This is an optimization exercise on Yosys and OpenROAD, whose aim is small area, a short achievable clock period and few clock cycles per item, not a production implementation. Only simulation tests tie the RTL to the original design; equivalence was not proved. No activity file was given, so power comes from the tool's default toggle rates.

==> design/flow/design.v <==
`default_nettype none
package pfb_pkg;
  localparam int CFG_DIM_W        = 12;
  localparam int CFG_IDX_W        = 3;
  localparam int CFG_DATA_W       = 12;
  localparam int PALETTE_DEPTH_DEF = 256;
  localparam int COORD_BITS_DEF   = 12;
  localparam int PAL_INDEX_W      = 8;
  localparam int PAL_COLOR_W      = 24;
  localparam int ADDR_W           = 24;
  localparam logic [CFG_IDX_W-1:0] REG_PIXEL_MODE = 3'd0;
  localparam logic [CFG_IDX_W-1:0] REG_SRC_WIDTH  = 3'd1;
  localparam logic [CFG_IDX_W-1:0] REG_SRC_HEIGHT = 3'd2;
  localparam logic [CFG_IDX_W-1:0] REG_DST_WIDTH  = 3'd3;
  localparam logic [CFG_IDX_W-1:0] REG_DST_HEIGHT = 3'd4;
  localparam logic OP_PIXEL   = 1'b0;
  localparam logic OP_PAL_WR  = 1'b1;
  localparam logic [15:0] RGB565_R_MASK = 16'hF800;
  localparam logic [15:0] RGB565_G_MASK = 16'h07E0;
  localparam logic [15:0] RGB565_B_MASK = 16'h001F;
  localparam logic [7:0]  ALPHA_OPAQUE  = 8'hff;
  typedef enum logic [1:0] {
    MODE_PAL8     = 2'd0,
    MODE_RGB565   = 2'd1,
    MODE_RGB888   = 2'd2,
    MODE_RGBA8888 = 2'd3
  } pix_mode_e;
  typedef struct packed {
    pix_mode_e              pixel_mode;
    logic [CFG_DIM_W-1:0]   src_width;
    logic [CFG_DIM_W-1:0]   src_height;
    logic [CFG_DIM_W-1:0]   dst_width;
    logic [CFG_DIM_W-1:0]   dst_height;
  } cfg_t;
  typedef struct packed {
    logic                   op;
    logic [31:0]            pixel_data;
    logic [PAL_INDEX_W-1:0] palette_index;
    logic [PAL_COLOR_W-1:0] palette_color;
  } in_t;
  typedef struct packed {
    logic [ADDR_W-1:0]      dest_addr;
    logic [31:0]            rgba_color;
    logic                   frame_last;
  } out_t;
  typedef struct packed {
    logic visible;
    logic last;
  } raster_t;
endpackage
`default_nettype wire
`default_nettype none
module pfb_ram #(
  parameter int WIDTH = 32,
  parameter int DEPTH = 256
) (
  input  wire logic                     clk_i,
  input  wire logic                     we_i,
  input  wire logic [$clog2(DEPTH)-1:0] waddr_i,
  input  wire logic [WIDTH-1:0]         wdata_i,
  input  wire logic                     re_i,
  input  wire logic [$clog2(DEPTH)-1:0] raddr_i,
  output logic      [WIDTH-1:0]         rdata_o
);
  logic [WIDTH-1:0] mem_q [DEPTH];
  always_ff @(posedge clk_i) begin
    if (we_i) begin
      mem_q[waddr_i] <= wdata_i;
    end
    if (re_i) begin
      rdata_o <= mem_q[raddr_i];
    end
  end
endmodule
`default_nettype wire
`default_nettype none
import pfb_pkg::*;
module pfb_palette #(
  parameter int PALETTE_DEPTH = pfb_pkg::PALETTE_DEPTH_DEF
) (
  input  wire logic                   clk_i,
  input  wire logic                   rst_ni,
  input  wire logic                   wr_en_i,
  input  wire logic [pfb_pkg::PAL_INDEX_W-1:0] wr_index_i,
  input  wire logic [pfb_pkg::PAL_COLOR_W-1:0] wr_color_i,
  input  wire logic                   rd_en_i,
  input  wire logic [pfb_pkg::PAL_INDEX_W-1:0] rd_index_i,
  output logic      [31:0]            color_o
);
  localparam int IW = $clog2(PALETTE_DEPTH);
  logic [PALETTE_DEPTH-1:0] vld_q, vld_d;
  logic                     hit_q, hit_d;
  logic                     wr_ok, rd_ok;
  logic [IW-1:0]            wr_idx, rd_idx;
  logic [PAL_COLOR_W-1:0]   ram_rdata;
  assign wr_ok  = wr_en_i && ({1'b0, wr_index_i} < (PAL_INDEX_W + 1)'(PALETTE_DEPTH));
  assign rd_ok  = {1'b0, rd_index_i} < (PAL_INDEX_W + 1)'(PALETTE_DEPTH);
  assign wr_idx = wr_index_i[IW-1:0];
  assign rd_idx = rd_index_i[IW-1:0];
  always_comb begin
    vld_d = vld_q;
    if (wr_ok) begin
      vld_d[wr_idx] = 1'b1;
    end
    hit_d = hit_q;
    if (rd_en_i) begin
      hit_d = rd_ok && vld_q[rd_idx];
    end
  end
  always_ff @(posedge clk_i or negedge rst_ni) begin
    if (!rst_ni) begin
      vld_q <= '0;
      hit_q <= 1'b0;
    end else begin
      vld_q <= vld_d;
      hit_q <= hit_d;
    end
  end
  pfb_ram #(
    .WIDTH (PAL_COLOR_W),
    .DEPTH (PALETTE_DEPTH)
  ) u_ram (
    .clk_i   (clk_i),
    .we_i    (wr_ok),
    .waddr_i (wr_idx),
    .wdata_i (wr_color_i),
    .re_i    (rd_en_i),
    .raddr_i (rd_idx),
    .rdata_o (ram_rdata)
  );
  assign color_o = hit_q ? {ALPHA_OPAQUE, ram_rdata} : 32'd0;
endmodule
`default_nettype wire
`default_nettype none
import pfb_pkg::*;
module pfb_raster #(
  parameter int COORD_BITS = pfb_pkg::COORD_BITS_DEF,
  parameter int XW = ((COORD_BITS > pfb_pkg::CFG_DIM_W) ? COORD_BITS : pfb_pkg::CFG_DIM_W) + 1
) (
  input  wire logic                             clk_i,
  input  wire logic                             rst_ni,
  input  wire pfb_pkg::cfg_t                    cfg_i,
  input  wire logic                             cfg_wr_i,
  input  wire logic                             step_i,
  output pfb_pkg::raster_t                      pos_o,
  output logic      [XW-1:0]                   x_o,
  output logic      [XW-1:0]                   y_o
);
  logic [COORD_BITS-1:0] col_q, col_d, row_q, row_d;
  logic [XW-1:0]         col_x, row_x, col_p1, row_p1;
  logic [XW-1:0]         src_w, src_h, dst_w, dst_h, vis_w, vis_h;
  logic [XW-1:0]         off_x, off_y;
  assign col_x  = XW'(col_q);
  assign row_x  = XW'(row_q);
  assign col_p1 = col_x + XW'(1);
  assign row_p1 = row_x + XW'(1);
  assign src_w  = XW'(cfg_i.src_width);
  assign src_h  = XW'(cfg_i.src_height);
  assign dst_w  = XW'(cfg_i.dst_width);
  assign dst_h  = XW'(cfg_i.dst_height);
  assign vis_w  = (src_w < dst_w) ? src_w : dst_w;
  assign vis_h  = (src_h < dst_h) ? src_h : dst_h;
  assign off_x = (dst_w > src_w) ? ((dst_w - src_w) >> 1) : '0;
  assign off_y = (dst_h > src_h) ? ((dst_h - src_h) >> 1) : '0;
  assign pos_o.visible = (col_x < vis_w) && (row_x < vis_h);
  assign pos_o.last    = (col_p1 == vis_w) && (row_p1 == vis_h);
  assign x_o           = col_x + off_x;
  assign y_o           = row_x + off_y;
  always_comb begin
    col_d = col_q;
    row_d = row_q;
    if (cfg_wr_i) begin
      col_d = '0;
      row_d = '0;
    end else if (step_i) begin
      if (col_p1 >= src_w) begin
        col_d = '0;
        row_d = (row_p1 >= src_h) ? '0 : row_p1[COORD_BITS-1:0];
      end else begin
        col_d = col_p1[COORD_BITS-1:0];
      end
    end
  end
  always_ff @(posedge clk_i or negedge rst_ni) begin
    if (!rst_ni) begin
      col_q <= '0;
      row_q <= '0;
    end else begin
      col_q <= col_d;
      row_q <= row_d;
    end
  end
endmodule
`default_nettype wire
`default_nettype none
import pfb_pkg::*;
module pixel_format_blit_to_rgba #(
  parameter int PALETTE_DEPTH = pfb_pkg::PALETTE_DEPTH_DEF,
  parameter int COORD_BITS    = pfb_pkg::COORD_BITS_DEF
) (
  input  wire logic                  clk_i,
  input  wire logic                  rst_ni,
  input  wire logic                  in_valid_i,
  output logic                       in_ready_o,
  input  wire logic [64:0]           in_data_i,
  output logic                       out_valid_o,
  input  wire logic                  out_ready_i,
  output logic [56:0]                out_data_o,
  input  wire logic                  cfg_valid_i,
  output logic                       cfg_ready_o,
  input  wire logic [2:0]            cfg_index_i,
  input  wire logic [11:0]           cfg_data_i
);
  localparam int XW = ((COORD_BITS > CFG_DIM_W) ? COORD_BITS : CFG_DIM_W) + 1;
  localparam int PW = 2 * XW;
  pfb_pkg::in_t           in_data;
  pfb_pkg::cfg_t          cfg_q, cfg_d;
  logic          cfg_hit;
  logic          in_xfer, pix_xfer, pal_xfer;
  pfb_pkg::raster_t       pos;
  logic [XW-1:0] x, y;
  logic [31:0]   pal_color;
  logic          s1_valid_q, s1_valid_d;
  logic [XW-1:0] s1_x_q, s1_y_q;
  logic [31:0]   s1_data_q;
  logic          s1_last_q;
  logic          out_valid_q, out_valid_d;
  pfb_pkg::out_t          out_q;
  logic          out_free;
  logic [PW-1:0] addr_full;
  logic [31:0]   rgba;
  logic [15:0]   p565;
  assign in_data = pfb_pkg::in_t'(in_data_i);
  assign cfg_ready_o = 1'b1;
  always_comb begin
    cfg_d   = cfg_q;
    cfg_hit = 1'b0;
    if (cfg_valid_i) begin
      cfg_hit = 1'b1;
      unique case (cfg_index_i)
        REG_PIXEL_MODE: cfg_d.pixel_mode = pfb_pkg::pix_mode_e'(cfg_data_i[1:0]);
        REG_SRC_WIDTH:  cfg_d.src_width  = cfg_data_i[CFG_DIM_W-1:0];
        REG_SRC_HEIGHT: cfg_d.src_height = cfg_data_i[CFG_DIM_W-1:0];
        REG_DST_WIDTH:  cfg_d.dst_width  = cfg_data_i[CFG_DIM_W-1:0];
        REG_DST_HEIGHT: cfg_d.dst_height = cfg_data_i[CFG_DIM_W-1:0];
        default:        cfg_hit = 1'b0;
      endcase
    end
  end
  always_ff @(posedge clk_i or negedge rst_ni) begin
    if (!rst_ni) begin
      cfg_q.pixel_mode <= MODE_RGBA8888;
      cfg_q.src_width  <= 12'd1280;
      cfg_q.src_height <= 12'd720;
      cfg_q.dst_width  <= 12'd1280;
      cfg_q.dst_height <= 12'd720;
    end else begin
      cfg_q <= cfg_d;
    end
  end
  assign out_free   = !out_valid_q || out_ready_i;
  assign in_ready_o = !s1_valid_q || out_free;
  assign in_xfer    = in_valid_i && in_ready_o;
  assign pix_xfer   = in_xfer && (in_data.op == OP_PIXEL);
  assign pal_xfer   = in_xfer && (in_data.op == OP_PAL_WR);
  pfb_raster #(
    .COORD_BITS (COORD_BITS),
    .XW         (XW)
  ) u_raster (
    .clk_i    (clk_i),
    .rst_ni   (rst_ni),
    .cfg_i    (cfg_q),
    .cfg_wr_i (cfg_hit),
    .step_i   (pix_xfer),
    .pos_o    (pos),
    .x_o      (x),
    .y_o      (y)
  );
  pfb_palette #(
    .PALETTE_DEPTH (PALETTE_DEPTH)
  ) u_palette (
    .clk_i      (clk_i),
    .rst_ni     (rst_ni),
    .wr_en_i    (pal_xfer),
    .wr_index_i (in_data.palette_index),
    .wr_color_i (in_data.palette_color),
    .rd_en_i    (pix_xfer),
    .rd_index_i (in_data.pixel_data[PAL_INDEX_W-1:0]),
    .color_o    (pal_color)
  );
  always_comb begin
    s1_valid_d = s1_valid_q;
    if (pix_xfer && pos.visible) begin
      s1_valid_d = 1'b1;
    end else if (out_free) begin
      s1_valid_d = 1'b0;
    end
  end
  always_ff @(posedge clk_i or negedge rst_ni) begin
    if (!rst_ni) begin
      s1_valid_q <= 1'b0;
    end else begin
      s1_valid_q <= s1_valid_d;
    end
  end
  always_ff @(posedge clk_i) begin
    if (pix_xfer && pos.visible) begin
      s1_x_q    <= x;
      s1_y_q    <= y;
      s1_data_q <= in_data.pixel_data;
      s1_last_q <= pos.last;
    end
  end
  assign addr_full = (PW'(s1_y_q) * PW'(cfg_q.dst_width)) + PW'(s1_x_q);
  assign p565      = s1_data_q[15:0];
  always_comb begin
    case (cfg_q.pixel_mode)
      MODE_PAL8:   rgba = pal_color;
      MODE_RGB565: rgba = {ALPHA_OPAQUE,
                           5'((p565 & RGB565_B_MASK)), 3'd0,
                           6'((p565 & RGB565_G_MASK) >> 5), 2'd0,
                           5'((p565 & RGB565_R_MASK) >> 11), 3'd0};
      MODE_RGB888: rgba = {ALPHA_OPAQUE, s1_data_q[23:0]};
      default:     rgba = s1_data_q;
    endcase
  end
  always_comb begin
    out_valid_d = out_valid_q;
    if (out_free) begin
      out_valid_d = s1_valid_q;
    end
  end
  always_ff @(posedge clk_i or negedge rst_ni) begin
    if (!rst_ni) begin
      out_valid_q <= 1'b0;
    end else begin
      out_valid_q <= out_valid_d;
    end
  end
  always_ff @(posedge clk_i) begin
    if (s1_valid_q && out_free) begin
      out_q.dest_addr  <= addr_full[ADDR_W-1:0];
      out_q.rgba_color <= rgba;
      out_q.frame_last <= s1_last_q;
    end
  end
  assign out_valid_o = out_valid_q;
  assign out_data_o  = 57'(out_q);
endmodule
`default_nettype wire
==> design/flow/run.sh <==
#!/bin/bash
# synth_recipe.tcl (not shown) runs the flow's synth.tcl, then flattens the netlist and writes it again
# the make line also repeats each setting of config.mk as NAME=value (left out here)
make -C /OpenROAD-flow-scripts/flow DESIGN_CONFIG=/design/flow/config.mk WORK_HOME=/design/flow/orfs CLKGATE_MAP_FILE= SYNTH_SCRIPT=/design/flow/synth_recipe.tcl finish
==> design/flow/config.mk <==
export PLATFORM = sky130hd
export DESIGN_NAME = pixel_format_blit_to_rgba
export DESIGN_NICKNAME = pixel_format_blit_to_rgba
export VERILOG_FILES = /design/flow/design.v
export SDC_FILE = /design/flow/constraint.sdc
export NUM_CORES = 4
export LEC_CHECK = 0
export CAP_MARGIN = 20
export CORE_MARGIN = 2
export CORE_UTILIZATION = 40
export SLEW_MARGIN = 20
export SYNTH_MEMORY_MAX_BITS = 8192
==> design/flow/constraint.sdc <==
create_clock -name core_clock -period 10.0 [get_ports {clk_i}]
set_input_delay 2.0000 -clock core_clock [delete_from_list [all_inputs] [get_ports {clk_i}]]
set_output_delay 2.0000 -clock core_clock [all_outputs]
set_load 0.01 [all_outputs]
==> qor.csv <==
stage,metric,value,unit
routing,postRouteAntennaNets,0,
clock_tree,cts_resized,0,
routing,dr.pass1.iters,6,
setup_path,required,10.84,ns
timing,timing.fmax,148.7,MHz
grt,grt_pass1_wl,980.5,mm
floorplan,ioPinCount,145,
hold_path,hp-class,flip-flop to flip-flop,
power_and_ir_drop,combPwrFrac,14.7,%
clock_tree,hold_buffers,0,
grt,grt_pass1_vias,127343,
clock_tree,cts_tree,yes,
timing,rsz0062_at_grt,false,
setup_path,critPathArrivalTime,7.56,ns
finish,num-fill-cells,53297,
timing,period_needed,6.725,ns
clock_tree,cts_max_path_buffers,4,
timing,post-route-period-util,67.25,%
timing,hold_viol_final,0,
floorplan,die_y,813.3,um
yosys,syn_nets,11945,
setup_path,end_kind,flip-flop,
finish,seq_area,0.1971,sq mm
finish,drive_gt1_share,29.38,%
placed_design,place_hpwl,406.7,mm
yosys,avgSynthCellArea,22.66,sq um
floorplan,rows,297,
timing,fin_setup_tns,0,ns
routing,wl,701.1,mm
floorplan,die_x,813.3,um
routing,m1WireLength,278.2,mm
yosys,yosysTopAreaCellShare,72.03,%
grt,grt_overflow_total,0,
routing,maxUsedRoutingLayer,met5,
setup_path,start_kind,flip-flop,
timing,postLayoutSetupSlackWorst,3.275,ns
routing,routedWlPerCell,32.81,um
placed_design,gp_congestion,0.8273,
timing,finalClockSkew,0.08577,ns
placed_design,place_ws,3.121,ns
timing,worstMarginPinSlew,1.201,ns
routing,viasPerCell,5.835,
clock_tree,clkSinkCount,6617,
yosys,synth_top_area_cell,edfxtp_1,
routing,drc_errors,0,
finish,multiInputGateArea,0.06305,sq mm
yosys,synth_seq_cells,6617,
power_and_ir_drop,seq_power_share,47.8,%
routing,drt-initial-drc-count,15965,
clock_tree,cts-htree-levels,6,
power_and_ir_drop,power.switching,0.01663,W
floorplan,coreArea,0.6533,sq mm
outcome,status,no timing/DRC/antenna violations,
finish,area_delta_synth_final,13.97,%
setup_path,cp_max_fo,18,
grt,grt_usage,20.83,%
timing,slew_violations,0,
run,cap_violations,0,
yosys,seq_area_frac_synth,75.22,%
clock_tree,cts_root_buffer,clkbuf_16,
yosys,synth-edff-count,6284,
clock_tree,cts_made_buffers,672,
yosys,synthTopCellsByArea,"edfxtp_1 (72%), mux4_2 (18%), dfrtp_1 (3.0%)",
routing,vias,124672,
clock_tree,clkTransAtPathRegs,0.07,ns
yosys,synth_area,0.2620,sq mm
clock_tree,clk-insertion-delay-late,1.11,ns
power_and_ir_drop,peakVddDrop,0.0005249,V
power_and_ir_drop,power.share.clock,37.5,%
grt,grt_antenna_before_repair,64,
yosys,async_flop_share,5.032,%
timing,relSlewSlack,19.72,%
floorplan,die_area,0.6614,sq mm
yosys,yosysWarnings,4,
clock_tree,postCtsSetupBuffers,0,
yosys,ys.flop_type,edfxtp_1,
timing,setup_viol_count_final,0,
finish,layout.nets,12490,
timing,hold_slack,0.4517,ns
setup_path,timing_worst_setup_path_type,flip-flop to flip-flop,
placed_design,io_buffer_count,143,
yosys,ys_types,69,
power_and_ir_drop,power.internal,0.04862,W
floorplan,initial_core_util,40.10,%
grt,grt_max_degree,213,
yosys,netlist_instances,11561,
routing,wl_met2,343.9,mm
power_and_ir_drop,powerDensity,218.5,mW/mm^2
power_and_ir_drop,swShare,25.48,%
power_and_ir_drop,leakage,94.88,nW
routing,route.met3.wl,54.84,mm
cell type report:
cell class	count	share of cell area, %
well taps	8671	3.634
multi-input cells	4055	21.12
inverters	264	0.3319
clock inverters	355	1.121
clock buffers	865	5.994
repair buffers	496	1.766
flip-flops and latches	6617	66.00
diodes	42	0.03520
cell usage in the layout (no fill, tap or decap), types with 170 or more instances in the layout:
cell type and instances:
clkbuf_16 683, o21bai_1 201, mux4_2 2080, ha_1 173, nand2_1 231, dfrtp_1 319, edfxtp_1 6284, buf_4 286
clkbuf_1 170, nor2_4 178, inv_1 263
per-stage QoR:
step                cell area (sq um)  total power, W  util, %  instances
global placement               276400         0.04133    42.31      20072
detailed placement             276800         0.04142    42.37      20086
finish                         298600         0.06525    45.70      21365
CTS                            298000         0.06572    45.62      21306
global route                   298500         0.06772    45.69      21335
floorplan                      262000         0.03792        -      11561
layer usage:
layer	GRT usage [%]	vias to the layer above
met5	0	-
met4	6.524	10
met3	3.526	1072
met2	34.36	5480
met1	28.53	68432
li1	-	49678
power groups by stage:
stage | clock (W) | sequential (W) | combinational (W)
6_report | 0.0244 | 0.0312 | 0.00962
5_1_grt | 0.0259 | 0.0312 | 0.0106
4_1_cts | 0.0248 | 0.0312 | 0.00972
3_5_place_dp | 0 | 0.0318 | 0.00965
3_3_place_gp | 0 | 0.0317 | 0.00958
2_1_floorplan | 0 | 0.0317 | 0.00627
critical path, cell delays in order (launching register included):
cell,delay (ns)
dfrtp_1,0.81
nand2_1,0.16
fa_1,0.55
inv_1,0.06
fa_1,0.50
inv_1,0.06
fa_1,0.52
inv_1,0.05
fa_1,0.47
inv_1,0.05
fa_1,0.50
inv_1,0.05
ha_1,0.33
a21o_1,0.23
a2111oi_0,0.58
o31ai_1,0.24
a311oi_1,0.49
a21oi_1,0.18
o21ai_0,0.26
nand2b_1,0.09
a21oi_1,0.19
xnor2_1,0.08
flip-flops by register name, summed over array words and instances, names as in the netlist:
name,cells
u_raster.col_q,12
u_palette.u_ram.rdata_o,24
s1_y_q,13
s1_x_q,13
u_raster.row_q,12
u_palette.vld_q,256
u_palette.hit_q,1
cfg_q,50
s1_data_q,32
s1_last_q,1
out_valid_q,1
s1_valid_q,1
u_palette.u_ram.mem_q,6144
out_q,57
synth_stat cells (5+ instances only):
cell type / n
nor2_1: 366
nand2_1: 245
and2_1: 98
a2111oi_0: 5
nand2b_1: 19
buf_2: 163
inv_1: 263
and3_1: 10
ha_1: 174
o21bai_1: 201
o31ai_1: 17
mux2_2: 27
dfstp_2: 14
nand3_1: 37
o22ai_1: 6
edfxtp_1: 6284
mux2i_1: 15
a221oi_1: 13
nand4_1: 20
nor4_1: 10
nor2b_1: 26
o21ai_0: 100
xor2_1: 24
dfrtp_1: 319
clkbuf_1: 405
a21boi_0: 7
buf_1: 55
mux4_2: 2080
a22o_1: 21
a31oi_1: 5
a22oi_1: 74
fa_1: 125
nor3_1: 26
a21o_1: 91
a21oi_1: 61
or2_2: 7
o21a_1: 17
xnor2_1: 75
worst paths after layout:
path,from,endpoint,slack [ns],cells past startpoint
setup / recovery,cfg_q[16],out_q[56],3.27,21
hold / removal,u_palette.vld_q[248],u_palette.vld_q[248],0.45,1
setup reg to reg,cfg_q[16],out_q[56],3.27,21
hold reg to reg,u_palette.vld_q[248],u_palette.vld_q[248],0.45,1
max in group asynchronous,rst_ni,u_palette.vld_q[233],7.33,4
min in group asynchronous,rst_ni,cfg_q[5],0.78,1
logic make-up (layout without fill, tap and decap cells):
family | Yosys count | after routing | share of synthesized area [%]
mux | 2122 | 2122 | 18.06
buf+inv | 889 | 1980 | 1.356
fa+ha+maj | 300 | 300 | 1.790
flops | 6617 | 6617 | 75.22
simple gates | 878 | 878 | 1.491
other cells | 1 | 43 | 0.001431
compound gates | 655 | 655 | 1.755
xor+xnor | 99 | 99 | 0.3310
Testbench counts, summed over its fixed seeds: cycles 39,320, pixels 35,797.

afterwards: timing with drivers on the ports:
The flow's constraints put no driver on any port. The routed layout listed below was extracted and timed again, unchanged, in two steps. Step 1: set_driving_cell puts a clkbuf_16 on clk_i and a buf_2 on each other input, an assumption about the parent block. Step 2 times the ports against the registers' clock, not the clock port: input delays grow and output delays shrink by t, the midpoint of the rising clock arrivals with the driver on. Three values: ideal ports, drivers, drivers and shift; two values: the first two.
t, ns: 1.214
slack for setup (ns): 3.275 / 3.275 / 3.081
latest minus earliest clock arrival (ns): 0.126 / 0.126
After both steps this run still meets setup and hold. For this run, drivers alone change the setup slack by 0.000 ns; drivers and shift together by -0.194 ns.
